Context: an optimization exercise on an open-source flow, tuned for small area. The choices shown serve that exercise and are no tape-out recipe.
RTL that was checked went through simulation tests only; none was proved equivalent to the original.
For runs 3 to 6, only the layout was checked, not whether the RTL still works.
No activity file was given, so power comes from the tool's default toggle rates.

**flow/config.mk**
```make
export PLATFORM = sky130hd
export DESIGN_NAME = imem_loader
export DESIGN_NICKNAME = imem_loader
export VERILOG_FILES = /design/flow/design.v
export SDC_FILE = /design/flow/constraint.sdc
export NUM_CORES = 4
export LEC_CHECK = 0
export CAP_MARGIN = 0
export CORE_MARGIN = 2
export CORE_UTILIZATION = 50
export SLEW_MARGIN = 0
export SYNTH_HIERARCHICAL = 1
```
**flow/constraint.sdc**
```tcl
create_clock -name core_clock -period 10.0 [get_ports {clk}]
set_input_delay 2.0000 -clock core_clock [delete_from_list [all_inputs] [get_ports {clk}]]
set_output_delay 2.0000 -clock core_clock [all_outputs]
set_load 0.01 [all_outputs]
```
**flow/flow/run.sh**
```bash
#!/bin/bash
# Own layout flow: the standard ORFS flow (standard.sh), with
#  - clock tree synthesis without dummy loads, clkbuf_8 leaf clusters
#  - port buffers of the smallest buffer cell
# make's output goes to flow.log; ORFS keeps each step's log under orfs/logs.
set -euo pipefail
export CTS_ARGS="-sink_clustering_enable -repair_clock_nets -dont_use_dummy_load -buf_list sky130_fd_sc_hd__clkbuf_8 -sink_clustering_size 14 -sink_clustering_max_diameter 50"
export BUFFER_PORTS_ARGS="-buffer_cell sky130_fd_sc_hd__buf_1"
bash standard.sh > flow.log 2>&1
```
**flow/design.v**
```verilog
module imem_loader #(
  parameter int N = 32
) (
  input  logic         clk,
  input  logic         reset,
  input  logic         start,
  input  logic [6:0]   count,
  input  logic         byte_valid,
  input  logic [7:0]   byte_data,
  output logic         byte_ready,
  output logic         busy,
  output logic         done,
  output logic         err,
  input  logic [5:0]   addr,
  output logic [N-1:0] q
);
  logic [N-1:0]    r_ring [16][4];
  logic [1:0]      r_ph;           
  logic [N-1:0]    r_pend;         
  logic [5:0]      r_paddr;        
  logic            r_pv;           
  logic            r_busy;         
  logic            r_chk;          
  logic            r_done;
  logic            r_err;
  logic [6:0]      r_rem;          
  logic            r_first;        
  logic [1:0]      r_bidx;
  logic [23:0]     r_asm;
  logic [7:0]      r_sum;
  logic            w_xfer;
  logic            w_we;
  logic            w_ins;
  logic [5:0]      w_waddr;
  logic [N-1:0]    w_word;
  assign w_xfer = r_busy && !r_chk && byte_valid;
  assign w_we   = reset && w_xfer && (r_bidx == 2'd3);
  assign w_word = {byte_data, r_asm};
  assign w_waddr = r_first ? 6'd0 : r_paddr + 6'd1;
  assign w_ins  = r_pv && (r_paddr[1:0] == r_ph);
  always_ff @(posedge clk) begin
    r_ph <= r_ph + 2'd1;
    for (int g = 0; g < 16; g++) begin
      for (int j = 0; j < 3; j++) r_ring[g][j] <= r_ring[g][j+1];
      r_ring[g][3] <= (w_ins && r_paddr[5:2] == 4'(g)) ? r_pend : r_ring[g][0];
    end
  end
  always_ff @(posedge clk) begin
    if (w_we) begin
      r_pend  <= w_word;
      r_paddr <= w_waddr;
      r_pv    <= 1'b1;
    end else if (w_ins) begin
      r_pv    <= 1'b0;
    end
  end
  always_ff @(posedge clk) begin
    if (!reset) begin
      r_busy <= 1'b0;
      r_chk  <= 1'b0;
      r_done <= 1'b0;
      r_err  <= 1'b0;
    end else begin
      r_done <= 1'b0;
      r_err  <= 1'b0;
      if (!r_busy && !r_done) begin
        if (start) begin
          r_busy <= 1'b1;
          r_chk  <= 1'b0;
        end
      end else if (r_busy && r_chk) begin
        if (byte_valid) begin
          r_err  <= (byte_data != r_sum);
          r_busy <= 1'b0;
          r_done <= 1'b1;
        end
      end else if (w_we && r_rem == 7'd0) begin
        r_chk <= 1'b1;
      end
    end
  end
  always_ff @(posedge clk) begin
    if (!r_busy) begin
      r_rem  <= (count == 7'd0) ? 7'd63 : count - 7'd1;
      r_first <= 1'b1;
      r_bidx <= 2'd0;
      r_sum  <= 8'd0;
    end else if (w_xfer) begin
      r_sum  <= r_sum + byte_data;
      r_bidx <= r_bidx + 2'd1;
      if (r_bidx == 2'd3) begin
        r_first <= 1'b0;
        r_rem  <= r_rem - 7'd1;
      end else begin
        r_asm <= {byte_data, r_asm[23:8]};
      end
    end
  end
  assign byte_ready = r_busy;
  assign busy       = r_busy;
  assign done       = r_done;
  assign err        = r_err;
  logic [1:0]  w_pos;
  logic        w_hit;
  logic [65:0] w_sel;
  assign w_pos = addr[1:0] - r_ph;
  assign w_hit = r_pv && (r_paddr == addr);
  always_comb begin
    for (int i = 0; i < 64; i++)
      w_sel[i] = !w_hit && ({addr[5:2], w_pos} == 6'(i));
    w_sel[64] = w_hit;
    w_sel[65] = 1'b0;
  end
  for (genvar b = 0; b < N; b++) begin : g_rd
    logic [65:0] w_d;
    always_comb begin
      for (int i = 0; i < 16; i++)
        for (int j = 0; j < 4; j++) w_d[4*i+j] = r_ring[i][j][b];
      w_d[64] = r_pend[b];
      w_d[65] = 1'b0;
    end
    il_rdbit u_rd (.s(w_sel), .d(w_d), .q(q[b]));
  end
endmodule
module il_rdbit (
  input  logic [65:0] s,
  input  logic [65:0] d,
  output logic        q
);
  logic [21:0] t;
  logic [5:0]  u;
  logic [2:0]  v;
  for (genvar i = 0; i < 22; i++) begin : g_a
    il_aoi222 u_a (.a1(s[3*i]), .a2(d[3*i]), .b1(s[3*i+1]), .b2(d[3*i+1]),
                   .c1(s[3*i+2]), .c2(d[3*i+2]), .y(t[i]));
  end
  il_nand4 u_n0 (.a(t[0]),  .b(t[1]),  .c(t[2]),  .d(t[3]),  .y(u[0]));
  il_nand4 u_n1 (.a(t[4]),  .b(t[5]),  .c(t[6]),  .d(t[7]),  .y(u[1]));
  il_nand4 u_n2 (.a(t[8]),  .b(t[9]),  .c(t[10]), .d(t[11]), .y(u[2]));
  il_nand4 u_n3 (.a(t[12]), .b(t[13]), .c(t[14]), .d(t[15]), .y(u[3]));
  il_nand3 u_n4 (.a(t[16]), .b(t[17]), .c(t[18]), .y(u[4]));
  il_nand3 u_n5 (.a(t[19]), .b(t[20]), .c(t[21]), .y(u[5]));
  il_nor2  u_o0 (.a(u[0]), .b(u[1]), .y(v[0]));
  il_nor2  u_o1 (.a(u[2]), .b(u[3]), .y(v[1]));
  il_nor2  u_o2 (.a(u[4]), .b(u[5]), .y(v[2]));
  il_nand3 u_f  (.a(v[0]), .b(v[1]), .c(v[2]), .y(q));
endmodule
module il_aoi222 (input logic a1, a2, b1, b2, c1, c2, output logic y);
  assign y = ~((a1 & a2) | (b1 & b2) | (c1 & c2));
endmodule
module il_nand4 (input logic a, b, c, d, output logic y);
  assign y = ~(a & b & c & d);
endmodule
module il_nand3 (input logic a, b, c, output logic y);
  assign y = ~(a & b & c);
endmodule
module il_nor2 (input logic a, b, output logic y);
  assign y = ~(a | b);
endmodule
```
**flow/standard.sh**
```bash
#!/bin/bash
# synth_recipe.tcl (not shown) runs the flow's synth.tcl, then flattens the netlist and writes it again
# the make line also repeats each setting of config.mk as NAME=value (left out here)
make -C /OpenROAD-flow-scripts/flow DESIGN_CONFIG=/design/flow/config.mk WORK_HOME=/design/flow/orfs CLKGATE_MAP_FILE= SYNTH_SCRIPT=/design/flow/synth_recipe.tcl "${@:-finish}"
```
==> results of run 1 <==
## cell families after synthesis
| family | share of synthesized area (%) |
|---|---|
| other | 0.00624 |
| AND/OR/NAND/NOR | 4.23 |
| adder cells (fa/ha/maj) | 0.325 |
| AO/OA/AOI/OAI | 12.1 |
| flip-flops | 72.3 |
| buffers and inverters | 0.944 |
| multiplexers | 9.65 |
| XOR/XNOR | 0.394 |
## metrics by stage
stage | area, µm² | power, W | setup WS (ns) | hold slack (ns)
after global routing | 66000 | 0.0134 | 1.58 | 0.309
after CTS | 66000 | 0.0130 | 1.89 | 0.299
after global placement | 63500 | 0.00893 | 1.94 | 0.331
after detailed placement | 63500 | 0.00894 | 1.89 | 0.335
after floorplan | 60300 | 0.00884 | 3.38 | 0.330
final | 66000 | 0.0129 | 1.83 | 0.305
## flip-flops by register name, summed over array words and instances (netlist names)
name,count
r_bidx,2
r_chk,1
r_paddr,6
r_sum,8
r_rem,7
r_busy,1
r_ring,2048
r_pend,32
r_done,1
r_err,1
r_ph,2
r_asm,24
r_first,1
r_pv,1
## worst reg2reg max path, stage by stage (launching register included)
cell      delay, ns
edfxtp_1       0.51
xor2_1         0.26
or4b_4         0.57
nor3b_4        1.04
buf_4          0.49
mux2_2         0.41
## per-layer routing
layer | part of all wire (%) | vias to the layer above | global-route usage (%) | wire length, µm
met1 | 43 | 18800 | 38.5 | 73700
met3 | 9.1 | 348 | 5.73 | 15800
met5 | 0.023 | - | 0 | 40
met2 | 44 | 1687 | 41.9 | 75700
li1 | - | 16700 | - | -
met4 | 4.6 | 6 | 13.0 | 8040
## layout make-up
type	instances	area [µm²]	area share, %
multi-input combinational	1869	16900	25.6
sequential	2135	43400	65.8
clock buffer	181	2490	3.78
inverter	20	75.1	0.114
tap	1612	2020	3.06
timing repair buffer	174	1080	1.64
antenna	4	10.0	0.0152
## modules after synthesis (local to each module, per instance), excerpt
module	flip-flops and latches	cells	cell area, µm²	copies in the design
il_nand3	0	1	5.00	96
il_aoi222	0	1	10.0	704
il_nand4	0	1	6.26	128
imem_loader	2135	3033	51400	1
il_nor2	0	1	3.75	96
## power breakdown
group          internal, W  total (W)  switching (W)
clock              0.00161    0.00419        0.00258
sequential         0.00855    0.00856      0.0000104
combinational    0.0000450   0.000176       0.000131
total               0.0102     0.0129        0.00272
## placed cells by master, fill, tap and decap left out, drive strengths merged, types with 2 or more instances in the layout
| master | Yosys | final |
|---|---|---|
| a211oi | 4 | 4 |
| a22oi | 5 | 5 |
| buf | 45 | 174 |
| nand3b | 3 | 3 |
| o211ai | 4 | 4 |
| a21oi | 8 | 8 |
| and2 | 2 | 2 |
| or2 | 2 | 2 |
| or3 | 3 | 3 |
| nor4b | 2 | 2 |
| dfxtp | 2066 | 2066 |
| nor2b | 10 | 10 |
| mux2 | 512 | 512 |
| nand3 | 112 | 112 |
| nor2 | 185 | 185 |
| a222oi | 704 | 704 |
| nor4 | 4 | 4 |
| clkbuf | 51 | 181 |
| mux2i | 3 | 3 |
| xnor2 | 13 | 13 |
| ha | 14 | 14 |
| nand4 | 129 | 129 |
| edfxtp | 69 | 69 |
| conb | 1 | 64 |
| nand2 | 37 | 37 |
| o22ai | 2 | 2 |
| inv | 20 | 20 |
| nor3 | 7 | 7 |
| nor3b | 4 | 4 |
| xor2 | 14 | 14 |
| nand2b | 3 | 3 |
| diode | 0 | 4 |
| o21ai | 10 | 10 |
## final timing paths
path | slack [ns] | to | depth (start not counted)
worst min register to register | 0.31 | r_ring[8][16]$_DFF_P_ | 0
worst max-delay path | 1.83 | q[0] | 13
worst min-delay path | 0.31 | r_ring[8][16]$_DFF_P_ | 0
worst max register to register | 6.60 | r_ring[15][24]$_DFF_P_ | 5
==> impl_metrics.ini, run 1 <==
[timing]
max_freq_ghz = 0.122
setup_viol = 0
clock_skew_ns = 0.0571
slew_headroom_pct = 14.6
post-route-period-util_pct = 81.7
hold_viol = 0
period_needed_ns = 8.17
tns_ns = 0
worst_pin_slew_ns = 1.28
slew_violations = 0
rsz0062_at_grt = false

[grt]
antenna_found_initial = 8
grt_max_degree = 39
grt_util_all_layers_pct = 27.8
grt_pass1_wl_mm = 250
gr-total-overflow = 0
grt_pass1_vias = 37400

[yosys]
syn_inst = 4057
synth_area_leaders = dfxtp_1 69%, a222oi_1 12%, mux2_2 9.1%, edfxtp_1 3.4%, nand4_1 1.3%
synth-seq-area-share_pct = 72.3
ys_types = 53
synth_top_area_share_pct = 68.9
yosys_warnings = 8
yosys_register_bits = 2135
synth_most_common_cell = dfxtp_1
synthTopCellsByCount = 2,066 x dfxtp_1, 704 x a222oi_1, 487 x mux2_2
async_flop_share_pct = 0
synth_flop_cell = dfxtp_1
synth_area_per_cell_um2 = 14.8
yosys.area.top_type = dfxtp_1
syn_area_um2 = 60100
synth_edf_count = 69

[finish]
final_nets = 4421
drive_gt1_share_pct = 19.8
stdcell_count = 5995
areaGrowthSynthToFinish_pct = 9.81
nFillCells = 9982
fin_util_pct = 55.2

[drt]
routed_wirelength_mm = 173
drt_iter0_drc = 5673
drt-pass1-iter-count = 10
drc = 0
final_antenna_net_count = 0
wl_per_cell_um = 28.9
routed_via_density = 6.26
dr_total_vias = 37500

[die]
start_util_pct = 50.3
dieArea_um2 = 123000
row_count = 127
die_h_um = 351
die-width_um = 351
fp.coreArea_um2 = 119000
ioPinCount = 61

[setup_path]
critPathLaunchType = input port
crit_required_ns = 8.00
crit_type = in -> out
slowest_stage = o211ai_1
critical_path.cell_chain = buf_1 > xor2_1 > nor4_1 > nand3_1 > o211ai_1 > buf_4 > nor2_4 > buf_4 > a222oi_1 > nand4_1 > nor2_1 > nand3_1 > buf_1
rr_startpoint = r_paddr[0]$_SDFFCE_PP0P_
crit_path_max_fanout = 32
path_buf_inv = 4
cpLargestDelayFamily = simple AND/OR/NAND/NOR gates
cp-startpoint = addr[3]
slowest_delay_ns = 0.81
endpoint_kind = output port
cp.arrival_ns = 6.17

[cts]
cts_setup_buffers = 0
htreeDepth = 4
clock-root-buffer = clkbuf_8
numCtsBuffers = 181
post_cts_resized = 0
clk_pin_slew_worst_paths_ns = 0.08
holdBufCountCts = 0
tritoncts = done
clockBufferDepth = 3
cts.sinks = 2135
clk_latency_ns = 0.88

[place]
place_inst = 5810
gp_congestion = 0.843
port_buffers = 60
hpwl_mm = 96.9

[power]
p_leak_nw = 24.7
irDropWorstVdd_v = 0.000129
p_per_area_nw_per_um2 = 196

[flow_run]
cap_viol_max_count = 0

[outcome]
outcome = finished clean

[hold_path]
min_from = r_ring[9][16]$_DFF_P_
min_path_type = reg -> reg
==> run 2, diff against run 1 <==
--- a/flow/design.v
+++ b/flow/design.v
@@ -109,7 +109,7 @@
     for (int i = 0; i < 64; i++)
       w_sel[i] = !w_hit && ({addr[5:2], w_pos} == 6'(i));
     w_sel[64] = w_hit;
-    w_sel[65] = 1'b0;
+    w_sel[65] = w_hit;
   end
   for (genvar b = 0; b < N; b++) begin : g_rd
     logic [65:0] w_d;
@@ -117,7 +117,7 @@
       for (int i = 0; i < 16; i++)
         for (int j = 0; j < 4; j++) w_d[4*i+j] = r_ring[i][j][b];
       w_d[64] = r_pend[b];
-      w_d[65] = 1'b0;
+      w_d[65] = r_pend[b];
     end
     il_rdbit u_rd (.s(w_sel), .d(w_d), .q(q[b]));
   end
==> flow/flow/run.sh (replaced) <==
#!/bin/bash
# Own layout flow: the standard ORFS flow (standard.sh), with
#  - clock tree synthesis without dummy loads, clkbuf_8 leaf clusters
#  - port buffers of the smallest buffer cell
# make's output goes to flow.log; ORFS keeps each step's log under orfs/logs.
set -euo pipefail
export CTS_ARGS="-sink_clustering_enable -repair_clock_nets -dont_use_dummy_load -buf_list sky130_fd_sc_hd__clkbuf_8 -sink_clustering_size 16 -sink_clustering_max_diameter 40"
export BUFFER_PORTS_ARGS="-buffer_cell sky130_fd_sc_hd__buf_1"
bash standard.sh > flow.log 2>&1
--- a/flow/config.mk
+++ b/flow/config.mk
@@ -8,5 +8,6 @@
 export CAP_MARGIN = 0
 export CORE_MARGIN = 2
 export CORE_UTILIZATION = 50
+export PLACE_DENSITY = 0.9
 export SLEW_MARGIN = 0
 export SYNTH_HIERARCHICAL = 1
==> impl_metrics.ini, run 2 <==
[yosys]
synth_top_area_share_pct = 68.9
ys_types = 52
synth-compound-area-share_pct = 12.1
yosys_register_bits = 2135
synth_most_common_cell = dfxtp_1
synthAdderAreaFrac_pct = 0.325
yosys.area.top_type = dfxtp_1
synth_xor_area_share_pct = 0.394
async_flop_share_pct = 0
syn_area_um2 = 60100
synth_area_leaders = dfxtp_1 69%, a222oi_1 12%, mux2_2 9.1%, edfxtp_1 3.4%, nand4_1 1.3%
synth_top_family_by_area = compound AO/OA/AOI/OAI gates
synth_area_per_cell_um2 = 14.8
yosys_warnings = 8
syn_inst = 4056
synth_flop_cell = dfxtp_1
synthSimpleGateAreaFrac_pct = 4.23
synth-seq-area-share_pct = 72.3
synthTopCellsByCount = 2,066 x dfxtp_1, 704 x a222oi_1, 487 x mux2_2
yosys-mux-area-fraction_pct = 9.65
synth_edf_count = 69

[setup_path]
crit_type = in -> out
slowest_delay_ns = 0.59
endpoint_kind = output port
critPathLaunchType = input port
cp.arrival_ns = 6.09
crit_path_max_fanout = 32
crit_required_ns = 8.00
rrSetupSlack_ns = 6.95
critical_path.cell_chain = buf_1 > xor2_1 > nor4_1 > nand3_1 > o211ai_1 > buf_4 > nor2_2 > buf_4 > a222oi_1 > nand4_1 > nor2_1 > nand3_1 > buf_1
slowest_stage = nor2_1

[grt]
gr-total-overflow = 0
grt_pass1_wl_mm = 251
grt_pass1_vias = 40600
antenna_found_initial = 14
grt_util_all_layers_pct = 26.9
grt_max_degree = 42

[timing]
post-route-period-util_pct = 80.9
clock_skew_ns = 0.119
slew_violations = 0
max_freq_ghz = 0.124
worst_pin_slew_ns = 1.27
hold_viol = 0
setup_viol = 0
tns_ns = 0
slew_headroom_pct = 15.4
rsz0062_at_grt = false
period_needed_ns = 8.09
worst_slack_ns = 1.91

[cts]
numCtsBuffers = 167
clk_latency_ns = 0.91
post_cts_resized = 0
clockBufferDepth = 3
cts_setup_buffers = 0
cts.sinks = 2135
clock-root-buffer = clkbuf_8
htreeDepth = 4
tritoncts = done
holdBufCountCts = 0
clk_pin_slew_worst_paths_ns = 0.09

[drt]
drt-pass1-iter-count = 14
wl_per_cell_um = 28.7
dr_total_vias = 39500
drc = 0
drt_iter0_drc = 8127
routed_wirelength_mm = 169
final_antenna_net_count = 0
routed_via_density = 6.68

[die]
die_h_um = 351
fp.coreArea_um2 = 119000
die-width_um = 351
ioPinCount = 61
row_count = 127
start_util_pct = 50.3
dieArea_um2 = 123000

[place]
port_buffers = 60
hpwl_mm = 99.6
place_ws_ns = 2.19
gp_congestion = 0.897

[finish]
final_common_cell = dfxtp_1
largest_reg_flops = 2048
top_register = r_ring
final_nets = 4337
layout_common_cells = 2,066 x dfxtp_1, 704 x a222oi_1, 487 x mux2_2, 167 x clkbuf_8, 129 x nand4_1
drive_gt1_share_pct = 19.7
top_regs = r_ring: 2048 flops, r_pend: 32 flops, r_asm: 24 flops
areaGrowthSynthToFinish_pct = 8.57

[power]
irDropWorstVdd_v = 0.000136
power_w = 0.0127
p_per_area_nw_per_um2 = 195
p_leak_nw = 24.4

[flow_run]
cap_viol_max_count = 0

[outcome]
outcome = finished clean

[hold_path]
min_path_type = reg -> reg
[run 2: cell count changes in the layout (fill, tap and decap cells not counted), sizes merged]
cell / previous run / this run
buf: 174 / 168
clkbuf: 181 / 167
conb: 64 / 0
diode: 4 / 6
[run 2: routing by layer]
layer | global-route usage [%] | vias up | wire, µm
met5 | 0.706 | - | 162
met4 | 19.1 | 10 | 13100
met2 | 41.3 | 2974 | 74200
met1 | 32.5 | 19200 | 59500
li1 | - | 16600 | -
met3 | 7.79 | 712 | 22500
[run 2: final timing paths]
check / startpoint / endpoint / depth (start not counted)
worst max-delay path: addr[2] / q[15] / 13
worst min-delay path: r_ring[23][12]$_DFF_P_ / r_ring[22][12]$_DFF_P_ / 0
worst max register to register: r_paddr[1]$_SDFFCE_PP0P_ / r_ring[23][12]$_DFF_P_ / 5
worst min register to register: r_ring[23][12]$_DFF_P_ / r_ring[22][12]$_DFF_P_ / 0
[run 2: final cells by class]
| class | count | area, µm² |
|---|---|---|
| Fill cell | 8898 | 54300 |
| Antenna cell | 6 | 15.0 |
| Inverter | 20 | 75.1 |
| Timing Repair Buffer | 168 | 1040 |
| Tap cell | 1612 | 2020 |
| Sequential cell | 2135 | 43400 |
| Clock buffer | 167 | 2300 |
| Multi-Input combinational cell | 1805 | 16300 |
[run 2: worst max-delay path: cells and delay by family]
family | cells | cell delay, ns
and+or+nand+nor | 6 | 1.83
buffers and inverters | 4 | 1.38
xor gates and xnor gates | 1 | 0.14
AOI/OAI and AO/OA | 2 | 0.70
[run 2: metrics by stage]
stage,instances,util [%],hold WS [ns],area [µm²]
floorplan,4056,-,0.330,60100
global placement,5740,52.6,0.331,62900
detailed placement,5740,52.6,0.335,62900
CTS,5907,54.6,0.281,65200
global route,5910,54.6,0.283,65200
finish,5913,54.6,0.256,65200
[run 2: cells by family after synthesis]
kind of cell	after synthesis
muxes	515
xor gates and xnor gates	27
and+or+nand+nor	505
adders and majority gates	15
AOI/OAI and AO/OA	743
buffers and inverters	116
DFF	2135
[run 2: where the power goes]
part	switching (W)	internal (W)	leakage [nW]
logic	0.0000911	0.0000311	5.88
clock network	0.00251	0.00149	1.20
registers	0.0000105	0.00855	17.3
total	0.00261	0.0101	24.4
[run 2: per-module statistics from Yosys (local to each module, per instance), excerpt]
module / cells inside / flops+latches
il_nand4: 1 / 0
il_nand3: 1 / 0
imem_loader: 3032 / 2135
il_nor2: 1 / 0
il_aoi222: 1 / 0
==> run 3, diff against run 2 <==
--- a/flow/design.v
+++ b/flow/design.v
@@ -24,19 +24,17 @@
   logic            r_done;
   logic            r_err;
   logic [6:0]      r_rem;          
-  logic            r_first;        
+  logic [5:0]      r_wptr;
   logic [1:0]      r_bidx;
   logic [23:0]     r_asm;
   logic [7:0]      r_sum;
   logic            w_xfer;
   logic            w_we;
   logic            w_ins;
-  logic [5:0]      w_waddr;
   logic [N-1:0]    w_word;
   assign w_xfer = r_busy && !r_chk && byte_valid;
   assign w_we   = reset && w_xfer && (r_bidx == 2'd3);
   assign w_word = {byte_data, r_asm};
-  assign w_waddr = r_first ? 6'd0 : r_paddr + 6'd1;
   assign w_ins  = r_pv && (r_paddr[1:0] == r_ph);
   always_ff @(posedge clk) begin
     r_ph <= r_ph + 2'd1;
@@ -48,7 +46,7 @@
   always_ff @(posedge clk) begin
     if (w_we) begin
       r_pend  <= w_word;
-      r_paddr <= w_waddr;
+      r_paddr <= r_wptr;
       r_pv    <= 1'b1;
     end else if (w_ins) begin
       r_pv    <= 1'b0;
@@ -82,14 +80,14 @@
   always_ff @(posedge clk) begin
     if (!r_busy) begin
       r_rem  <= (count == 7'd0) ? 7'd63 : count - 7'd1;
-      r_first <= 1'b1;
+      r_wptr <= 6'd0;
       r_bidx <= 2'd0;
       r_sum  <= 8'd0;
     end else if (w_xfer) begin
       r_sum  <= r_sum + byte_data;
       r_bidx <= r_bidx + 2'd1;
       if (r_bidx == 2'd3) begin
-        r_first <= 1'b0;
+        r_wptr <= r_wptr + 6'd1;
         r_rem  <= r_rem - 7'd1;
       end else begin
         r_asm <= {byte_data, r_asm[23:8]};
@@ -109,7 +107,7 @@
     for (int i = 0; i < 64; i++)
       w_sel[i] = !w_hit && ({addr[5:2], w_pos} == 6'(i));
     w_sel[64] = w_hit;
-    w_sel[65] = w_hit;
+    w_sel[65] = 1'b0;
   end
   for (genvar b = 0; b < N; b++) begin : g_rd
     logic [65:0] w_d;
@@ -117,7 +115,7 @@
       for (int i = 0; i < 16; i++)
         for (int j = 0; j < 4; j++) w_d[4*i+j] = r_ring[i][j][b];
       w_d[64] = r_pend[b];
-      w_d[65] = r_pend[b];
+      w_d[65] = 1'b0;
     end
     il_rdbit u_rd (.s(w_sel), .d(w_d), .q(q[b]));
   end
==> flow/run.sh (new file) <==
#!/bin/bash
# synth_recipe.tcl (not shown) runs the flow's synth.tcl, then flattens the netlist and writes it again
# the make line also repeats each setting of config.mk as NAME=value (left out here)
make -C /OpenROAD-flow-scripts/flow DESIGN_CONFIG=/design/flow/config.mk WORK_HOME=/design/flow/orfs CLKGATE_MAP_FILE= SYNTH_SCRIPT=/design/flow/synth_recipe.tcl finish
==> flow/config.mk (replaced) <==
export PLATFORM = sky130hd
export DESIGN_NAME = imem_loader
export DESIGN_NICKNAME = imem_loader
export VERILOG_FILES = /design/flow/design.v
export SDC_FILE = /design/flow/constraint.sdc
export NUM_CORES = 4
export LEC_CHECK = 0
export CAP_MARGIN = 20
export CORE_MARGIN = 2
export CORE_UTILIZATION = 50
export CTS_BUF_LIST = sky130_fd_sc_hd__clkbuf_4
export SLEW_MARGIN = 20
export SYNTH_HIERARCHICAL = 1
removed: flow/flow/run.sh
removed: flow/standard.sh
==> impl_metrics.ini, run 3 <==
[drt]
final_antenna_net_count = 0
drt-pass1-iter-count = 7
routed_wirelength_mm = 179
wl_met3_mm = 15.5
met1Wirelength_mm = 76.6
wl_per_cell_um = 26.7
drt_iter0_drc = 5808
top_layer_used = met4
met2RoutedLength_mm = 81.2
drc = 0
dr_total_vias = 40600
routed_via_density = 6.05

[finish]
drive_gt1_share_pct = 25.6
largest_reg_flops = 2048
layout_common_cells = 2,071 x dfxtp_1, 764 x clkbuf_4, 704 x a222oi_1, 294 x mux2_2, 218 x mux2_1
final_nets = 4796
fin_util_pct = 59.1
stdcell_count = 6716
top_regs = r_ring: 2048 flops, r_pend: 32 flops, r_asm: 24 flops
areaGrowthSynthToFinish_pct = 17.5
final_common_cell = dfxtp_1
top_register = r_ring

[die]
ioPinCount = 61
start_util_pct = 50.3
dieArea_um2 = 123000
row_count = 127
fp.coreArea_um2 = 120000
die-width_um = 351
die_h_um = 351

[setup_path]
rrSetupSlack_ns = 7.31
slowest_stage = o311ai_4
rr_startpoint = r_busy$_SDFFE_PN0P_
crit_path_max_fanout = 20
r2r-end = r_pend[6]$_DFFE_PP_
endpoint_kind = output port
cp.arrival_ns = 7.03
crit_required_ns = 8.00
reg2reg_depth = 4
crit_type = in -> out
slowest_delay_ns = 0.96
critical_path.cell_chain = clkdlybuf4s50_1 > xnor2_1 > nand4_1 > o311ai_4 > nor2_4 > buf_4 > a222oi_1 > nand4_1 > nor2_1 > nand3_1 > clkdlybuf4s50_1
critPathLaunchType = input port

[yosys]
yosys_warnings = 8
synth_top_family_by_area = compound AO/OA/AOI/OAI gates
yosys_register_bits = 2140
ys_types = 57
synth_edf_count = 69
synthSimpleGateAreaFrac_pct = 4.27
synth_area_per_cell_um2 = 14.8
synth_top_area_share_pct = 68.8
syn_area_um2 = 60300
synthAdderAreaFrac_pct = 0.324
syn_inst = 4067
synthTopCellsByCount = 2,071 x dfxtp_1, 704 x a222oi_1, 294 x mux2_2
synth_most_common_cell = dfxtp_1
synth-seq-area-share_pct = 72.2
yosys-mux-area-fraction_pct = 9.62
synth_flop_cell = dfxtp_1
synth_area_leaders = dfxtp_1 69%, a222oi_1 12%, mux2_2 5.5%, mux2_1 4.1%, edfxtp_1 3.4%
synth-compound-area-share_pct = 12.3
yosys.area.top_type = dfxtp_1
synth_xor_area_share_pct = 0.449
async_flop_share_pct = 0

[place]
gp_congestion = 0.789
port_buffers = 60
place_ws_ns = 1.09
hpwl_mm = 103
place_inst = 5821

[grt]
grt_pass1_wl_mm = 263
grt_pass1_vias = 41500
antenna_found_initial = 10
grt_util_all_layers_pct = 28.7
grt_max_degree = 40
gr-total-overflow = 0

[cts]
clk_pin_slew_worst_paths_ns = 0.07
htreeDepth = 6
holdBufCountCts = 0
numCtsBuffers = 545
clockBufferDepth = 4
post_cts_resized = 0
tritoncts = done
clk_latency_ns = 1.25
cts_setup_buffers = 0
clock-root-buffer = clkbuf_4
cts.sinks = 2140

[power]
irDropWorstVdd_v = 0.000130
p_per_area_nw_per_um2 = 225
p_leak_nw = 28.0

[timing]
setup_viol = 0
slew_headroom_pct = 27.4
worst_pin_slew_ns = 1.09
hold_slack_ns = 0.300
hold_viol = 0
post-route-period-util_pct = 90.3
max_freq_ghz = 0.111
tns_ns = 0
worst_slack_ns = 0.967
clock_skew_ns = 0.0593
rsz0062_at_grt = false
period_needed_ns = 9.03
slew_violations = 0

[outcome]
outcome = finished clean

[hold_path]
min_from = r_ring[9][23]$_DFF_P_
worstHoldPathCells = 0
whs_endpoint = r_ring[8][23]$_DFF_P_
min_path_type = reg -> reg

[flow_run]
cap_viol_max_count = 0
-- run 3: cell count changes in the layout (fill, tap and decap cells not counted), moves of 13 or more --
cell             before  now
nor2_4               17   64
mux2_2              487  294
buf_1                60    0
nor2_2               56    1
bufinv_16             0   13
clkinv_1              0   83
clkdlybuf4s50_1       0   60
clkbuf_4              0  764
conb_1                0   64
mux2_1               25  218
clkbuf_8            167    0
inv_2                 0   23
-- run 3: worst max-delay path: cells and delay by family --
| family | cells | cell delay (ns) |
|---|---|---|
| xor gates and xnor gates | 1 | 0.16 |
| buffers and inverters | 3 | 1.56 |
| AOI/OAI and AO/OA | 2 | 1.35 |
| and+or+nand+nor | 5 | 1.91 |
-- run 3: worst max path at each step --
stage,from,end,slack (ns),cells past startpoint
5_1_grt,addr[4],q[17],0.85,12
6_report,addr[4],q[16],0.97,11
2_1_floorplan,addr[4],q[0],3.15,8
4_1_cts,addr[4],q[17],1.09,12
3_3_place_gp,addr[4],q[17],1.12,12
3_5_place_dp,addr[4],q[17],1.09,12
-- run 3: through the flow --
step,power [W],area [µm²]
CTS,0.0161,70800
detailed placement,0.00896,64200
floorplan,0.00886,60500
finish,0.0159,70800
global route,0.0166,70800
global placement,0.00896,64200
-- run 3: final cells by class --
| cell class | count | area [µm²] |
|---|---|---|
| antenna | 10 | 25.0 |
| multi-input combinational | 1879 | 17100 |
| timing repair buffer | 181 | 1550 |
| sequential | 2140 | 43500 |
| inverter | 9 | 33.8 |
| clock buffer | 764 | 5740 |
| clock inverter | 121 | 801 |
| tap | 1612 | 2020 |
| fill | 9707 | 49000 |
-- run 3: Yosys stat by module, one instance, submodules excluded, a selection --
module | cells inside | times used | cell area, µm² | flip-flops and latches
il_aoi222 | 1 | 704 | 10.0 | 0
il_nand3 | 1 | 96 | 5.00 | 0
il_nand4 | 1 | 128 | 6.26 | 0
il_nor2 | 1 | 96 | 3.75 | 0
imem_loader | 3043 | 1 | 51600 | 2140
-- run 3: per-layer routing --
metal  GRT usage (%)  up-vias
li1                -    18000
met1            38.5    20300
met2            44.3     1986
met3            6.73      360
met4            13.1        0
met5               0        -
-- run 3: cells by family (layout without fill, tap and decap cells) --
logic type                 count (synthesis)  count (layout)
DFF                                     2140            2140
AOI/OAI and AO/OA                        747             747
muxes                                    515             515
and+or+nand+nor                          508             508
buffers and inverters                    111            1075
xor gates and xnor gates                  30              30
adders and majority gates                 15              15
other                                      1              74
-- run 3: report_power, final --
group / switching [W] / internal [W] / leakage (nW)
Sequential: 0.00000794 / 0.00858 / 17.3
Combinational: 0.000127 / 0.0000606 / 6.73
Clock: 0.00333 / 0.00383 / 3.93
==> run 4, diff against run 3 <==
--- a/flow/config.mk
+++ b/flow/config.mk
@@ -8,6 +8,7 @@
 export CAP_MARGIN = 20
 export CORE_MARGIN = 2
 export CORE_UTILIZATION = 50
-export CTS_BUF_LIST = sky130_fd_sc_hd__clkbuf_4
+export CTS_BUF_LIST = sky130_fd_sc_hd__clkbuf_2 sky130_fd_sc_hd__clkbuf_4 sky130_fd_sc_hd__clkbuf_8
+export CTS_CLUSTER_SIZE = 20
 export SLEW_MARGIN = 20
 export SYNTH_HIERARCHICAL = 1
==> impl_metrics.ini, run 4 <==
[die]
start_util_pct = 50.3
dieArea_um2 = 123000
fp.coreArea_um2 = 120000
row_count = 127
die_h_um = 351
ioPinCount = 61
die-width_um = 351

[power]
power_w = 0.0164
p_leak_nw = 27.8
p_per_area_nw_per_um2 = 230
irDropWorstVdd_v = 0.000144

[setup_path]
endpoint_kind = output port
crit_type = in -> out
slowest_stage = o311ai_4
r2r-end = r_pend[18]$_DFFE_PP_
rr_startpoint = r_busy$_SDFFE_PN0P_
crit_required_ns = 8.00
cp.arrival_ns = 7.02
rrSetupSlack_ns = 7.32
crit_path_max_fanout = 20
slowest_delay_ns = 0.95
critPathLaunchType = input port
critical_path.cell_chain = clkdlybuf4s50_1 > xnor2_1 > nand4_1 > o311ai_4 > nor2_4 > buf_4 > a222oi_1 > nand4_1 > nor2_1 > nand3_1 > clkdlybuf4s50_1
reg2reg_depth = 4

[flow_run]
cap_viol_max_count = 0

[cts]
numCtsBuffers = 339
clockBufferDepth = 4
holdBufCountCts = 0
cts_setup_buffers = 0
tritoncts = done
htreeDepth = 5
cts.sinks = 2140
post_cts_resized = 0
clock-root-buffer = clkbuf_8
clk_pin_slew_worst_paths_ns = 0.06
clk_latency_ns = 1.00

[grt]
grt_pass1_vias = 39800
grt_pass1_wl_mm = 260
grt_util_all_layers_pct = 28.5
grt_max_degree = 40
gr-total-overflow = 0
antenna_found_initial = 9

[drt]
drt_iter0_drc = 6050
routed_via_density = 6.12
drc = 0
dr_total_vias = 39200
drt-pass1-iter-count = 9
wl_per_cell_um = 27.8
routed_wirelength_mm = 178
final_antenna_net_count = 0

[hold_path]
min_from = r_ring[10][22]$_DFF_P_
whs_endpoint = r_ring[9][22]$_DFF_P_
worstHoldPathCells = 0
min_path_type = reg -> reg

[yosys]
synth-seq-area-share_pct = 72.2
synth_area_per_cell_um2 = 14.8
syn_area_um2 = 60300
syn_inst = 4067
yosys_warnings = 8
ys_types = 57
synth_area_leaders = dfxtp_1 69%, a222oi_1 12%, mux2_2 5.5%, mux2_1 4.1%, edfxtp_1 3.4%
synth_top_area_share_pct = 68.8
yosys.area.top_type = dfxtp_1
synth_most_common_cell = dfxtp_1
yosys_register_bits = 2140
synth_flop_cell = dfxtp_1
async_flop_share_pct = 0
synthTopCellsByCount = 2,071 x dfxtp_1, 704 x a222oi_1, 294 x mux2_2
synth_edf_count = 69

[finish]
layout_common_cells = 2,071 x dfxtp_1, 704 x a222oi_1, 426 x clkbuf_8, 294 x mux2_2, 218 x mux2_1
stdcell_count = 6397
drive_gt1_share_pct = 22.4
fin_util_pct = 59.5
areaGrowthSynthToFinish_pct = 18.2
nFillCells = 9468
final_common_cell = dfxtp_1
final_nets = 4590
top_regs = r_ring: 2048 flops, r_pend: 32 flops, r_asm: 24 flops
top_register = r_ring
largest_reg_flops = 2048

[place]
place_inst = 5821
place_ws_ns = 1.09
port_buffers = 60
hpwl_mm = 103
gp_congestion = 0.789

[timing]
slew_violations = 0
hold_viol = 0
period_needed_ns = 9.02
tns_ns = 0
setup_viol = 0
worst_pin_slew_ns = 1.08
rsz0062_at_grt = false
clock_skew_ns = 0.0724
worst_slack_ns = 0.977
slew_headroom_pct = 27.8
post-route-period-util_pct = 90.2
max_freq_ghz = 0.111

[outcome]
outcome = finished clean
[run 4: cell counts after synthesis]
No cell type changed its count.
[run 4: worst max path at each step]
| stage | cells past startpoint | slack (ns) | end | start |
|---|---|---|---|---|
| final | 11 | 0.98 | q[16] | addr[4] |
| after CTS | 12 | 1.07 | q[17] | addr[4] |
| after global placement | 12 | 1.12 | q[17] | addr[4] |
| after floorplan | 8 | 3.15 | q[0] | addr[4] |
| after detailed placement | 12 | 1.09 | q[17] | addr[4] |
| after global routing | 12 | 0.84 | q[17] | addr[4] |
[run 4: Yosys stat by module, one instance, submodules excluded, a selection]
module | times used | flops+latches
il_nand3 | 96 | 0
il_nand4 | 128 | 0
imem_loader | 1 | 2140
il_nor2 | 96 | 0
il_aoi222 | 704 | 0
[run 4: power breakdown]
part           switching, W  leakage [nW]  internal (W)
clock               0.00323          3.73       0.00435
sequential       0.00000778          17.3       0.00858
combinational      0.000128          6.73     0.0000606
total               0.00336          27.8        0.0130
[run 4: metal layers]
layer	global-route usage [%]	vias to the layer above	part of all wire, %
met2	44.3	1803	45
met1	38.9	19700	43
met3	5.45	364	8.3
li1	-	17300	-
met4	11.9	0	3.6
met5	0	-	0
[run 4: cell families (layout without fill, tap and decap cells)]
family          after synthesis  count (layout)  synth area share [%]
other cells                   1              69               0.00622
fa+ha+maj                    15              15                 0.324
buf+inv                     111             761                 0.810
flops                      2140            2140                  72.2
mux                         515             515                  9.62
xor+xnor                     30              30                 0.449
compound gates              747             747                  12.3
simple gates                508             508                  4.27
[run 4: per-stage QoR]
stage / instance area (µm²) / hold slack (ns)
6_report: 71200 / 0.308
3_3_place_gp: 64200 / 0.331
3_5_place_dp: 64200 / 0.335
4_1_cts: 71200 / 0.309
5_1_grt: 71200 / 0.303
2_1_floorplan: 60500 / 0.330
[run 4: critical path, delay by kind of cell]
kind	cells	cell delay, ns
buffers and inverters	3	1.58
and+or+nand+nor	5	1.90
xor gates and xnor gates	1	0.17
AOI/OAI and AO/OA	2	1.33
[run 4: cell type report]
| class | count | area, µm² | share of cell area [%] |
|---|---|---|---|
| timing repair buffer | 181 | 1550 | 2.17 |
| tap | 1612 | 2020 | 2.83 |
| sequential | 2140 | 43500 | 61.1 |
| clock buffer | 540 | 6720 | 9.43 |
| multi-input combinational | 1879 | 17100 | 24.0 |
| inverter | 9 | 33.8 | 0.0474 |
| antenna | 5 | 12.5 | 0.0176 |
| clock inverter | 31 | 290 | 0.407 |
==> run 5, diff against run 4 <==
--- a/flow/config.mk
+++ b/flow/config.mk
@@ -8,7 +8,8 @@
 export CAP_MARGIN = 20
 export CORE_MARGIN = 2
 export CORE_UTILIZATION = 50
-export CTS_BUF_LIST = sky130_fd_sc_hd__clkbuf_2 sky130_fd_sc_hd__clkbuf_4 sky130_fd_sc_hd__clkbuf_8
-export CTS_CLUSTER_SIZE = 20
+export CTS_BUF_LIST = sky130_fd_sc_hd__clkbuf_16
+export CTS_CLUSTER_DIAMETER = 60
+export CTS_CLUSTER_SIZE = 24
 export SLEW_MARGIN = 20
 export SYNTH_HIERARCHICAL = 1
==> impl_metrics.ini, run 5 <==
[drt]
dr_total_vias = 38100
wl_per_cell_um = 28.7
drt-pass1-iter-count = 7
routed_via_density = 6.28
drc = 0
routed_wirelength_mm = 174
drt_iter0_drc = 6265
final_antenna_net_count = 0

[yosys]
syn_inst = 4067
yosys-mux-area-fraction_pct = 9.62
synth_area_per_cell_um2 = 14.8
synth_flop_cell = dfxtp_1
synth_top_area_share_pct = 68.8
syn_area_um2 = 60300
ys_types = 57
synth_edf_count = 69
yosys.area.top_type = dfxtp_1
synthAdderAreaFrac_pct = 0.324
yosys_warnings = 8
synthTopCellsByCount = 2,071 x dfxtp_1, 704 x a222oi_1, 294 x mux2_2
synth_top_family_by_area = compound AO/OA/AOI/OAI gates
synth-compound-area-share_pct = 12.3
async_flop_share_pct = 0
synth_area_leaders = dfxtp_1 69%, a222oi_1 12%, mux2_2 5.5%, mux2_1 4.1%, edfxtp_1 3.4%
synthSimpleGateAreaFrac_pct = 4.27
synth-seq-area-share_pct = 72.2
yosys_register_bits = 2140
synth_xor_area_share_pct = 0.449
synth_most_common_cell = dfxtp_1

[timing]
worst_pin_slew_ns = 1.10
max_freq_ghz = 0.111
hold_viol = 0
worst_slack_ns = 1.02
slew_violations = 0
slew_headroom_pct = 26.8
rsz0062_at_grt = false
tns_ns = 0
period_needed_ns = 8.98
setup_viol = 0
hold_slack_ns = 0.336
post-route-period-util_pct = 89.8
clock_skew_ns = 0.0251

[die]
die-width_um = 351
ioPinCount = 61
fp.coreArea_um2 = 120000
dieArea_um2 = 123000
row_count = 127
die_h_um = 351
start_util_pct = 50.3

[place]
port_buffers = 60
placedInstanceArea_um2 = 64200
gp_congestion = 0.789
place_ws_ns = 1.09
hpwl_mm = 103

[flow_run]
cap_viol_max_count = 0

[finish]
final_common_cell = dfxtp_1
largest_reg_flops = 2048
drive_gt1_share_pct = 16.3
layout_common_cells = 2,071 x dfxtp_1, 704 x a222oi_1, 294 x mux2_2, 218 x mux2_1, 140 x clkbuf_16
fin_area_um2 = 68800
fin_util_pct = 57.4
final_nets = 4387
top_register = r_ring
top_regs = r_ring: 2048 flops, r_pend: 32 flops, r_asm: 24 flops
areaGrowthSynthToFinish_pct = 14.1

[setup_path]
critPathLaunchType = input port
crit_path_max_fanout = 20
endpoint_kind = output port
crit_end = q[16]
r2r-end = r_pend[11]$_DFFE_PP_
cp.arrival_ns = 6.98
cp-startpoint = addr[4]
crit_required_ns = 8.00
reg2reg_depth = 4
crit_type = in -> out
rrSetupSlack_ns = 7.33
rr_startpoint = r_busy$_SDFFE_PN0P_

[power]
irDropWorstVdd_v = 0.000168
p_leak_nw = 26.3
p_per_area_nw_per_um2 = 214

[cts]
numCtsBuffers = 136
clk_latency_ns = 0.76
clk_pin_slew_worst_paths_ns = 0.09
htreeDepth = 4
post_cts_resized = 0
clockBufferDepth = 3
clock-root-buffer = clkbuf_16
holdBufCountCts = 0
cts_setup_buffers = 0
tritoncts = done
cts.sinks = 2140

[hold_path]
min_path_type = reg -> reg

[grt]
grt_util_all_layers_pct = 27.8
grt_pass1_wl_mm = 253
grt_max_degree = 40
antenna_found_initial = 9
grt_pass1_vias = 37600
gr-total-overflow = 0

[outcome]
outcome = finished clean
-- run 5: cell counts after synthesis --
No cell type changed its count.
-- run 5: worst min-delay path by stage --
stage | startpoint | to | slack [ns] | cells past startpoint
finish | r_ring[19][1]$_DFF_P_ | r_ring[18][1]$_DFF_P_ | 0.34 | 0
global route | r_ring[15][0]$_DFF_P_ | r_ring[14][0]$_DFF_P_ | 0.34 | 0
CTS | r_ring[17][7]$_DFF_P_ | r_ring[16][7]$_DFF_P_ | 0.33 | 0
detailed placement | r_ring[18][17]$_DFF_P_ | r_ring[17][17]$_DFF_P_ | 0.33 | 0
global placement | r_ring[63][6]$_DFF_P_ | r_ring[62][6]$_DFF_P_ | 0.33 | 0
floorplan | r_ring[15][0]$_DFF_P_ | r_ring[14][0]$_DFF_P_ | 0.33 | 0
-- run 5: per-stage QoR --
stage	power (W)	instances
final	0.0147	6064
after global routing	0.0151	6063
after CTS	0.0148	6063
after detailed placement	0.00896	5821
after global placement	0.00896	5820
after floorplan	0.00886	4130
-- run 5: critical path, cell delays in order --
cell             delay (ns)
clkdlybuf4s50_1        0.67
xnor2_1                0.16
nand4_1                0.45
o311ai_4               0.96
nor2_4                 0.30
buf_4                  0.35
a222oi_1               0.38
nand4_1                0.15
nor2_1                 0.70
nand3_1                0.28
clkdlybuf4s50_1        0.55
-- run 5: layout make-up --
cell class	instances	area [µm²]
repair buffers	181	1550
inverters	9	33.8
flip-flops and latches	2140	43500
clock inverters	102	1030
well taps	1612	2020
multi-input cells	1879	17100
diodes	1	2.50
fillers	9612	51100
clock buffers	140	3500
-- run 5: cells by family after synthesis --
logic type                 Yosys count
adders and majority gates           15
other                                1
AOI/OAI and AO/OA                  747
muxes                              515
xor gates and xnor gates            30
DFF                               2140
buffers and inverters              111
and+or+nand+nor                    508
-- run 5: power breakdown --
group / leakage, nW / switching (W) / internal (W) / total [W]
combinational: 6.73 / 0.000127 / 0.0000606 / 0.000187
clock: 2.25 / 0.00300 / 0.00293 / 0.00593
sequential: 17.3 / 0.00000780 / 0.00857 / 0.00858
-- run 5: layer usage --
layer	track usage (%)	up-vias	share of wire, %
met3	4.51	306	8.1
li1	-	16800	-
met4	10.1	0	3.3
met2	43.9	1695	45
met5	0	-	0
met1	38.7	19300	43
-- run 5: Yosys stat by module (local to each module, per instance), excerpt --
module       flip-flops and latches  cells inside
imem_loader                    2140          3043
il_aoi222                         0             1
il_nand4                          0             1
il_nand3                          0             1
il_nor2                           0             1
==> run 6, diff against run 5 <==
--- a/flow/config.mk
+++ b/flow/config.mk
@@ -8,8 +8,8 @@
 export CAP_MARGIN = 20
 export CORE_MARGIN = 2
 export CORE_UTILIZATION = 50
-export CTS_BUF_LIST = sky130_fd_sc_hd__clkbuf_16
-export CTS_CLUSTER_DIAMETER = 60
-export CTS_CLUSTER_SIZE = 24
+export CTS_BUF_LIST = sky130_fd_sc_hd__clkbuf_8
+export CTS_CLUSTER_DIAMETER = 50
+export CTS_CLUSTER_SIZE = 14
 export SLEW_MARGIN = 20
 export SYNTH_HIERARCHICAL = 1
==> impl_metrics.ini, run 6 <==
[timing]
rsz0062_at_grt = false
period_needed_ns = 8.99
post-route-period-util_pct = 89.9
worst_pin_slew_ns = 1.07
tns_ns = 0
hold_slack_ns = 0.336
clock_skew_ns = 0.0370
slew_headroom_pct = 28.9
max_freq_ghz = 0.111
hold_viol = 0
slew_violations = 0
setup_viol = 0

[yosys]
yosys.area.top_type = dfxtp_1
syn_inst = 4067
synth_area_per_cell_um2 = 14.8
async_flop_share_pct = 0
yosys_warnings = 8
synth_flop_cell = dfxtp_1
yosys_register_bits = 2140
synth-seq-area-share_pct = 72.2
synth_area_leaders = dfxtp_1 69%, a222oi_1 12%, mux2_2 5.5%, mux2_1 4.1%, edfxtp_1 3.4%
synth_edf_count = 69
synth_most_common_cell = dfxtp_1
synthTopCellsByCount = 2,071 x dfxtp_1, 704 x a222oi_1, 294 x mux2_2
syn_area_um2 = 60300
synth_top_area_share_pct = 68.8
ys_types = 57

[die]
fp.coreArea_um2 = 120000
dieArea_um2 = 123000
die_h_um = 351
ioPinCount = 61
die-width_um = 351
row_count = 127
start_util_pct = 50.3

[cts]
clk_pin_slew_worst_paths_ns = 0.09
cts_setup_buffers = 0
tritoncts = done
holdBufCountCts = 0
clockBufferDepth = 3
post_cts_resized = 0
clock-root-buffer = clkbuf_8
clk_latency_ns = 0.91
numCtsBuffers = 179
htreeDepth = 4
cts.sinks = 2140

[finish]
largest_reg_flops = 2048
final_common_cell = dfxtp_1
areaGrowthSynthToFinish_pct = 11.7
layout_common_cells = 2,071 x dfxtp_1, 704 x a222oi_1, 294 x mux2_2, 218 x mux2_1, 201 x clkbuf_8
fin_area_um2 = 67300
top_regs = r_ring: 2048 flops, r_pend: 32 flops, r_asm: 24 flops
top_register = r_ring
drive_gt1_share_pct = 16.2
final_nets = 4430

[grt]
antenna_found_initial = 10
grt_util_all_layers_pct = 27.9
grt_pass1_vias = 38000
gr-usage-met3_pct = 4.88
met2_usage_pct = 43.5
busiest_layer = met2
gr-total-overflow = 0
use_met1_pct = 38.7
grt_pass1_wl_mm = 254
grt_max_degree = 40

[power]
power.internal_w = 0.0105
p_leak_nw = 25.7
irDropWorstVdd_v = 0.000142
switching_share_pct = 21.3
comb_power_share_pct = 1.4
p_per_area_nw_per_um2 = 198
p_switching_w = 0.00285
sequentialPowerShare_pct = 64.2
pwr-share-clk_pct = 34.3

[setup_path]
crit_required_ns = 8.00
cp.arrival_ns = 6.99
endpoint_kind = output port
crit_path_max_fanout = 20
crit_type = in -> out
critPathLaunchType = input port

[drt]
routed_wirelength_mm = 174
drt-pass1-iter-count = 10
wl_per_cell_um = 28.6
dr_total_vias = 38100
drc = 0
final_antenna_net_count = 0
drt_iter0_drc = 5709
routed_via_density = 6.27

[flow_run]
cap_viol_max_count = 0

[place]
hpwl_mm = 103
port_buffers = 60
gp_congestion = 0.789
placedInstanceArea_um2 = 64200

[hold_path]
min_path_type = reg -> reg

[outcome]
outcome = finished clean
## run 6: worst paths after layout
kind | startpoint | endpoint | slack, ns | depth (start not counted)
worst min register to register | r_ring[34][4]$_DFF_P_ | r_ring[33][4]$_DFF_P_ | 0.34 | 0
worst max-delay path | addr[4] | q[16] | 1.01 | 11
worst max register to register | r_busy$_SDFFE_PN0P_ | r_pend[11]$_DFFE_PP_ | 7.31 | 4
worst min-delay path | r_ring[34][4]$_DFF_P_ | r_ring[33][4]$_DFF_P_ | 0.34 | 0
## run 6: area by class of cell
class / count / area, µm²
Fill cell: 9741 / 52500
Sequential cell: 2140 / 43500
Multi-Input combinational cell: 1879 / 17100
Clock buffer: 201 / 2770
Tap cell: 1612 / 2020
Timing Repair Buffer: 181 / 1550
Clock inverter: 51 / 303
Inverter: 9 / 33.8
Antenna cell: 4 / 10.0
## run 6: critical path, cell delays in order
cell	delay (ns)
clkdlybuf4s50_1	0.68
xnor2_1	0.17
nand4_1	0.45
o311ai_4	0.96
nor2_4	0.30
buf_4	0.34
a222oi_1	0.38
nand4_1	0.15
nor2_1	0.70
nand3_1	0.28
clkdlybuf4s50_1	0.55
## run 6: kinds of logic after synthesis
family,share of synthesized area (%)
AOI/OAI and AO/OA,12.3
xor gates and xnor gates,0.449
adders and majority gates,0.324
buffers and inverters,0.810
DFF,72.2
muxes,9.62
other,0.00622
and+or+nand+nor,4.27
## run 6: per-layer routing
metal,share of wire (%),up-vias
met5,0,-
met4,3.4,0
met3,8.3,327
met2,45,1634
met1,43,19300
li1,-,16800
## run 6: power groups by stage
| stage | Sequential (W) | Clock, W | Combinational (W) |
|---|---|---|---|
| after floorplan | 0.00878 | 0 | 0.0000862 |
| after global placement | 0.00878 | 0 | 0.000184 |
| after detailed placement | 0.00878 | 0 | 0.000185 |
| after CTS | 0.00858 | 0.00468 | 0.000186 |
| after global routing | 0.00858 | 0.00499 | 0.000201 |
| final | 0.00858 | 0.00458 | 0.000187 |
## run 6: stage by stage
step                      cells  power, W  setup slack (ns)  util, %
after global placement     5820   0.00896              1.12     53.6
after floorplan            4130   0.00886              3.15        -
after detailed placement   5821   0.00896              1.09     53.6
after CTS                  6073    0.0134              1.08     56.2
final                      6077    0.0133              1.01     56.2
after global routing       6074    0.0138             0.850     56.2
## run 6: Yosys stat by module (local to each module, per instance), excerpt
| module | times used | cells inside | cell area (µm²) |
|---|---|---|---|
| imem_loader | 1 | 3043 | 51600 |
| il_aoi222 | 704 | 1 | 10.0 |
| il_nand4 | 128 | 1 | 6.26 |
| il_nand3 | 96 | 1 | 5.00 |
| il_nor2 | 96 | 1 | 3.75 |
==> run 7, diff against run 6 <==
--- a/flow/design.v
+++ b/flow/design.v
@@ -24,17 +24,19 @@
   logic            r_done;
   logic            r_err;
   logic [6:0]      r_rem;          
-  logic [5:0]      r_wptr;
+  logic            r_first;        
   logic [1:0]      r_bidx;
   logic [23:0]     r_asm;
   logic [7:0]      r_sum;
   logic            w_xfer;
   logic            w_we;
   logic            w_ins;
+  logic [5:0]      w_waddr;
   logic [N-1:0]    w_word;
   assign w_xfer = r_busy && !r_chk && byte_valid;
   assign w_we   = reset && w_xfer && (r_bidx == 2'd3);
   assign w_word = {byte_data, r_asm};
+  assign w_waddr = r_first ? 6'd0 : r_paddr + 6'd1;
   assign w_ins  = r_pv && (r_paddr[1:0] == r_ph);
   always_ff @(posedge clk) begin
     r_ph <= r_ph + 2'd1;
@@ -46,7 +48,7 @@
   always_ff @(posedge clk) begin
     if (w_we) begin
       r_pend  <= w_word;
-      r_paddr <= r_wptr;
+      r_paddr <= w_waddr;
       r_pv    <= 1'b1;
     end else if (w_ins) begin
       r_pv    <= 1'b0;
@@ -80,14 +82,14 @@
   always_ff @(posedge clk) begin
     if (!r_busy) begin
       r_rem  <= (count == 7'd0) ? 7'd63 : count - 7'd1;
-      r_wptr <= 6'd0;
+      r_first <= 1'b1;
       r_bidx <= 2'd0;
       r_sum  <= 8'd0;
     end else if (w_xfer) begin
       r_sum  <= r_sum + byte_data;
       r_bidx <= r_bidx + 2'd1;
       if (r_bidx == 2'd3) begin
-        r_wptr <= r_wptr + 6'd1;
+        r_first <= 1'b0;
         r_rem  <= r_rem - 7'd1;
       end else begin
         r_asm <= {byte_data, r_asm[23:8]};
==> flow/config.mk (replaced) <==
export PLATFORM = sky130hd
export DESIGN_NAME = imem_loader
export DESIGN_NICKNAME = imem_loader
export VERILOG_FILES = /design/flow/design.v
export SDC_FILE = /design/flow/constraint.sdc
export NUM_CORES = 4
export LEC_CHECK = 0
export CAP_MARGIN = 0
export CORE_MARGIN = 2
export CORE_UTILIZATION = 70
export CTS_BUF_LIST = sky130_fd_sc_hd__clkbuf_16
export CTS_CLUSTER_DIAMETER = 50
export CTS_CLUSTER_SIZE = 30
export SLEW_MARGIN = 0
export SYNTH_HIERARCHICAL = 1
==> impl_metrics.ini, run 7 <==
[outcome]
outcome = finished clean

[power]
irDropWorstVdd_v = 0.000200
power.internal_w = 0.0118
comb_power_share_pct = 1.3
switching_share_pct = 20.9
sequentialPowerShare_pct = 57.5
power_w = 0.0149
pwr-share-clk_pct = 41.3
p_leak_nw = 25.9
p_switching_w = 0.00312
p_per_area_nw_per_um2 = 219

[yosys]
ys_types = 53
synth_top_area_share_pct = 68.9
syn_inst = 4057
synth_flop_cell = dfxtp_1
synth_area_per_cell_um2 = 14.8
synth_area_leaders = dfxtp_1 69%, a222oi_1 12%, mux2_2 9.1%, edfxtp_1 3.4%, nand4_1 1.3%
synthAdderAreaFrac_pct = 0.325
synth_most_common_cell = dfxtp_1
synth-seq-area-share_pct = 72.3
synth_xor_area_share_pct = 0.394
synth_top_family_by_area = compound AO/OA/AOI/OAI gates
synth-compound-area-share_pct = 12.1
yosys_warnings = 8
yosys.area.top_type = dfxtp_1
synth_edf_count = 69
async_flop_share_pct = 0
syn_area_um2 = 60100
synthSimpleGateAreaFrac_pct = 4.23
yosys_register_bits = 2135
synthTopCellsByCount = 2,066 x dfxtp_1, 704 x a222oi_1, 487 x mux2_2
yosys-mux-area-fraction_pct = 9.65

[finish]
final_common_cell = dfxtp_1
layout_common_cells = 2,066 x dfxtp_1, 704 x a222oi_1, 487 x mux2_2, 143 x clkbuf_16, 129 x nand4_1
areaGrowthSynthToFinish_pct = 13.3
final_nets = 4380
top_register = r_ring
drive_gt1_share_pct = 20.6
stdcell_count = 5593
top_regs = r_ring: 2048 flops, r_pend: 32 flops, r_asm: 24 flops
largest_reg_flops = 2048

[die]
die-width_um = 297
die_h_um = 297
row_count = 107
start_util_pct = 70.5
fp.coreArea_um2 = 85100
dieArea_um2 = 88200
ioPinCount = 61

[setup_path]
crit_path_max_fanout = 17
cp.arrival_ns = 6.57
crit_type = in -> out
endpoint_kind = output port
critical_path.cell_chain = clkdlybuf4s50_1 > xor2_1 > nor4_1 > nand3_1 > o211ai_1 > buf_4 > nor2_4 > buf_4 > a222oi_1 > nand4_1 > nor2_1 > nand3_1 > clkdlybuf4s50_1
crit_required_ns = 8.00
slowest_delay_ns = 0.57
critPathLaunchType = input port
slowest_stage = clkdlybuf4s50_1
rrSetupSlack_ns = 6.77

[timing]
max_freq_ghz = 0.117
hold_viol = 0
slew_violations = 0
period_needed_ns = 8.57
rsz0062_at_grt = false
worst_slack_ns = 1.43
clock_skew_ns = 0.0292
worst_pin_slew_ns = 1.24
tns_ns = 0
slew_headroom_pct = 17.3
post-route-period-util_pct = 85.7
setup_viol = 0

[drt]
drt_iter0_drc = 7492
drt-pass1-iter-count = 13
dr_total_vias = 38900
wl_per_cell_um = 30.3
final_antenna_net_count = 0
drc = 0
routed_wirelength_mm = 169
routed_via_density = 6.96

[grt]
gr-total-overflow = 0
grt_max_degree = 33
antenna_found_initial = 8
grt_pass1_wl_mm = 248
grt_pass1_vias = 38700
grt_util_all_layers_pct = 37.5

[cts]
holdBufCountCts = 0
htreeDepth = 4
post_cts_resized = 0
clockBufferDepth = 3
clk_pin_slew_worst_paths_ns = 0.09
cts_setup_buffers = 0
clk_latency_ns = 0.76
tritoncts = done
clock-root-buffer = clkbuf_16
cts.sinks = 2135
numCtsBuffers = 140

[flow_run]
cap_viol_max_count = 0

[place]
port_buffers = 60
place_ws_ns = 1.60
gp_congestion = 0.863
place_inst = 5342
hpwl_mm = 98.9

[hold_path]
min_path_type = reg -> reg
==> run 7: changes by cell type after synthesis, sizes merged, moves of 5 or more <==
cell,change
and2,-7
nor2,+11
inv,+11
a21boi,-5
nand4,-5
o21ai,+5
dfxtp,-5
xnor2,-7
==> run 7: area by class of cell <==
class	instances	area [µm²]
Multi-Input combinational cell	1869	16900
Timing Repair Buffer	174	1460
Sequential cell	2135	43400
Antenna cell	2	5.00
Fill cell	4974	17100
Clock inverter	106	1240
Tap cell	1144	1430
Clock buffer	143	3580
Inverter	20	75.1
==> run 7: worst max-delay path, delay by kind of cell <==
| kind | cells | cell delay, ns |
|---|---|---|
| AO/OA/AOI/OAI | 2 | 0.67 |
| AND/OR/NAND/NOR | 6 | 1.77 |
| XOR/XNOR | 1 | 0.22 |
| buffers and inverters | 4 | 1.89 |
==> run 7: metal layers <==
metal / track usage (%) / vias to the layer above / wire [µm]
met5: 0 / - / 69
met2: 56.6 / 2315 / 74400
met4: 18.1 / 10 / 8630
met3: 9.90 / 466 / 20300
met1: 50.4 / 19300 / 65800
li1: - / 16800 / -
==> run 7: power by group through the flow <==
stage / logic (W) / clock network (W) / registers (W)
4_1_cts: 0.000185 / 0.00618 / 0.00856
3_3_place_gp: 0.000183 / 0 / 0.00876
6_report: 0.000189 / 0.00615 / 0.00856
5_1_grt: 0.000200 / 0.00649 / 0.00856
3_5_place_dp: 0.000184 / 0 / 0.00876
2_1_floorplan: 0.0000868 / 0 / 0.00876
==> run 7: worst paths after layout <==
kind / from / endpoint / cells past startpoint
max: addr[3] / q[16] / 13
min: r_ring[18][20]$_DFF_P_ / r_ring[17][20]$_DFF_P_ / 0
max reg2reg: r_paddr[0]$_SDFFCE_PP0P_ / r_ring[15][20]$_DFF_P_ / 5
min reg2reg: r_ring[18][20]$_DFF_P_ / r_ring[17][20]$_DFF_P_ / 0
==> run 7: logic make-up after synthesis <==
| logic type | count (synthesis) |
|---|---|
| other | 1 |
| XOR/XNOR | 27 |
| buffers and inverters | 116 |
| adder cells (fa/ha/maj) | 15 |
| multiplexers | 515 |
| flip-flops | 2135 |
| AND/OR/NAND/NOR | 505 |
| AO/OA/AOI/OAI | 743 |
==> run 7: through the flow <==
stage	utilization (%)	area [µm²]	hold WS, ns
final	79.9	68100	0.336
after global routing	79.9	68100	0.340
after global placement	74.3	63300	0.331
after detailed placement	74.3	63300	0.335
after CTS	79.9	68100	0.335
after floorplan	-	60300	0.330
==> run 7: modules after synthesis, one instance, submodules excluded, a selection <==
module,times used,area [µm²],cells inside
imem_loader,1,51400,3033
il_nor2,96,3.75,1
il_aoi222,704,10.0,1
il_nand4,128,6.26,1
il_nand3,96,5.00,1

-- port drivers added, routing unchanged --
The results above use ideal ports. As a check the final layouts listed here were re-extracted and re-timed, cells and wires unchanged. Step 1 assumes that a clkbuf_16 drives the clock port and a buf_2 every other input. Step 2, shift: input delay + t, output delay - t, t = (earliest + latest rising clock arrival at the registers) / 2. This alone moves slack from input paths to output paths. Three values: ideal ports, drivers, drivers and shift; two values: the first two.
| run | t (ns) | slack for setup (ns) | hold slack, ns | cell pins on the clock port's net |
|---|---|---|---|---|
| run 1 | 0.938 | 1.830 / 1.797 / 1.797 | 0.305 / 0.305 / 0.305 | 1 |
| run 2 | 0.910 | 1.908 / 1.852 / 1.852 | 0.256 / 0.256 / 0.256 | 1 |
| run 3 | 1.280 | 0.967 / 0.945 / 0.945 | 0.300 / 0.300 / 0.300 | 1 |
| run 4 | 1.033 | 0.977 / 0.955 / 0.955 | 0.308 / 0.308 / 0.308 | 1 |
| run 5 | 0.818 | 1.020 / 0.998 / 0.998 | 0.336 / 0.336 / 0.336 | 1 |
| run 6 | 0.956 | 1.008 / 0.986 / 0.986 | 0.336 / 0.336 / 0.336 | 1 |
| run 7 | 0.821 | 1.429 / 1.354 / 1.354 | 0.336 / 0.336 / 0.336 | 1 |
After both steps setup and hold are still met in every run listed. For run 7, which loses most, drivers alone change the setup slack by -0.075 ns; drivers and shift together by -0.075 ns.
